What follows belongs to an exercise in optimizing a design on an open flow for small area, a short achievable clock period and few clock cycles per item; a production flow would make more cautious choices.
The RTL was checked by simulation tests, not by an equivalence proof against the original design.
No activity file was given, so power comes from the tool's default toggle rates.

## the baseline
==> flow/design.v (excerpt) <==
module pdee_top
(
  input  logic                               clk,
  input  logic                               rst,
  input  logic                               in_valid,
  output logic                               in_ready,
  input  logic [pdee_pkg::CHAR_W-1:0]        in_char,
  input  logic                               in_clear_first,
  output logic                               out_valid,
  input  logic                               out_ready,
  output logic [pdee_pkg::DATA_W-1:0]        out_top,
  output logic [pdee_pkg::DEPTH_FIELD_W-1:0] out_depth,
  output logic [pdee_pkg::STATUS_W-1:0]      out_status
);
  localparam int DW = pdee_pkg::DATA_W;
  localparam int FN = pdee_pkg::FAST_N;
  localparam int RN = pdee_pkg::RING_N;
  function automatic logic [2:0] booth(input logic [2:0] b);
    logic one;
    logic two;
    logic neg;
    one  = b[1] ^ b[0];
    two  = (b == 3'b100) || (b == 3'b011);
    neg  = b[2] && !(b[1] && b[0]);
    booth = {neg, two, one};
  endfunction
  function automatic logic [DW-1:0] brow(input logic [2:0] d, input logic [DW-1:0] x);
    brow = ((x & {DW{d[0]}}) | ({x[DW-2:0], 1'b0} & {DW{d[1]}})) ^ {DW{d[2]}};
  endfunction
  logic                hv;
  pdee_pkg::pdee_chr_t hc;
  logic                consume;
  pdee_inbuf u_in (
    .clk            (clk),
    .rst            (rst),
    .in_valid       (in_valid),
    .in_ready       (in_ready),
    .in_char        (in_char),
    .in_clear_first (in_clear_first),
  ...
For scale: about 5100 cells after synthesis, about 57 I/O pins.
export LEC_CHECK = 0
export CAP_MARGIN = 20
export CORE_MARGIN = 2
export CORE_UTILIZATION = 60
export CTS_CLUSTER_DIAMETER = 100
export CTS_CLUSTER_SIZE = 20
export SETUP_SLACK_MARGIN = 5
export SLEW_MARGIN = 20
export TNS_END_PERCENT = 10
create_clock -name core_clock -period 10.0 [get_ports {clk}]
standard.sh (not shown) runs the stock make flow with config.mk's settings and CLKGATE_MAP_FILE= SYNTH_SCRIPT=/design/flow/synth_recipe.tcl, a recipe that flattens the netlist after the stock synthesis.
==> flow/flow/run.sh <==
#!/bin/bash
set -euo pipefail
sed -e 's/SETUP_SLACK_MARGIN=[0-9.]*/SETUP_SLACK_MARGIN=6/' standard.sh > standard_margin.sh
bash standard_margin.sh > standard_margin.log 2>&1
The baseline finished end to end and its layout was clean on timing, DRC and antenna.
Testbench counts of the baseline, summed over its fixed seeds: cycles 5,244, items 4,800.
## Diff of input files: the candidate against the baseline
==> flow/flow/run.sh <==
#!/bin/bash
set -euo pipefail
sed -e 's/SETUP_SLACK_MARGIN=[0-9.]*/SETUP_SLACK_MARGIN=6.5/' standard.sh > standard_margin.sh
bash standard_margin.sh > standard_margin.log 2>&1
diff --git a/flow/config.mk b/flow/config.mk
--- a/flow/config.mk
+++ b/flow/config.mk
@@ -15 +14,0 @@
-export TNS_END_PERCENT = 10
Notes after the runs:
- The candidate vs the baseline, launching instance or port of the critical path: bq0[2] vs state[2]
- Smallest hold slack delta (the baseline -> the candidate): insignificant
- Summary of the candidate over the baseline: cell area moved up, fmax moved up.

* * *

Starting RTL as in the previous note.
clock: 10.0 ns
lec_check: 0
cap_margin: 20
core_margin: 2
core_utilization: 60
cts_cluster_diameter: 100
cts_cluster_size: 20
setup_slack_margin: 5
slew_margin: 20
==> flow/flow/run.sh <==
#!/bin/bash
set -euo pipefail
sed -e 's/SETUP_SLACK_MARGIN=[0-9.]*/SETUP_SLACK_MARGIN=6/' standard.sh > standard_margin.sh
bash standard_margin.sh > standard_margin.log 2>&1
The starting point passed the timing, design-rule and antenna checks.
Testbench counts at the start, summed over its fixed seeds: cycles 5,244, items 4,800.
Rerun with:
==> flow/flow/run.sh (replaced) <==
#!/bin/bash
set -euo pipefail
sed -e 's/SETUP_SLACK_MARGIN=[0-9.]*/SETUP_SLACK_MARGIN=6.5/' standard.sh > standard_margin.sh
bash standard_margin.sh > standard_margin.log 2>&1
- TNS_END_PERCENT: default -> 10
=> Clock skew is about the same; synthesized cell count is unchanged; cell count goes down by 0.44%; critical path depth goes down by 2; final area goes down by 0.75%; power goes down by 1.4%; wire length goes down by about 1.8%; worst setup slack improved by 0.054 ns; global-route usage goes down by 0.58 points; sequential power stays flat.

## static timing again, ports no longer ideal
How much do the figures lean on ideal ports? The routed layouts below were timed once more, with nothing changed but the port constraints. Step 1 assumes that a clkbuf_16 drives the clock port and a buf_2 every other input. Step 2, shift: input delay + t, output delay - t, t = (earliest + latest rising clock arrival at the registers) / 2. This alone moves slack from input paths to output paths. a / b / c = ideal / step 1 / step 2; a / b = the first two.
run | t, ns | slack for setup (ns) | pins driven straight from the clock port
the baseline | 0.816 | 5.369 / 5.369 / 4.744 | 1
the candidate | 0.829 | 5.449 / 5.449 / 5.345 | 1
the first run of note 2 | 0.828 | 5.422 / 5.422 / 5.081 | 1
the second run of note 2 | 0.819 | 5.476 / 5.476 / 5.184 | 1
After both steps setup and hold are still met in every run listed. The setup slack of the baseline, which loses most, moves by 0.000 ns with the drivers and by -0.625 ns with both steps.
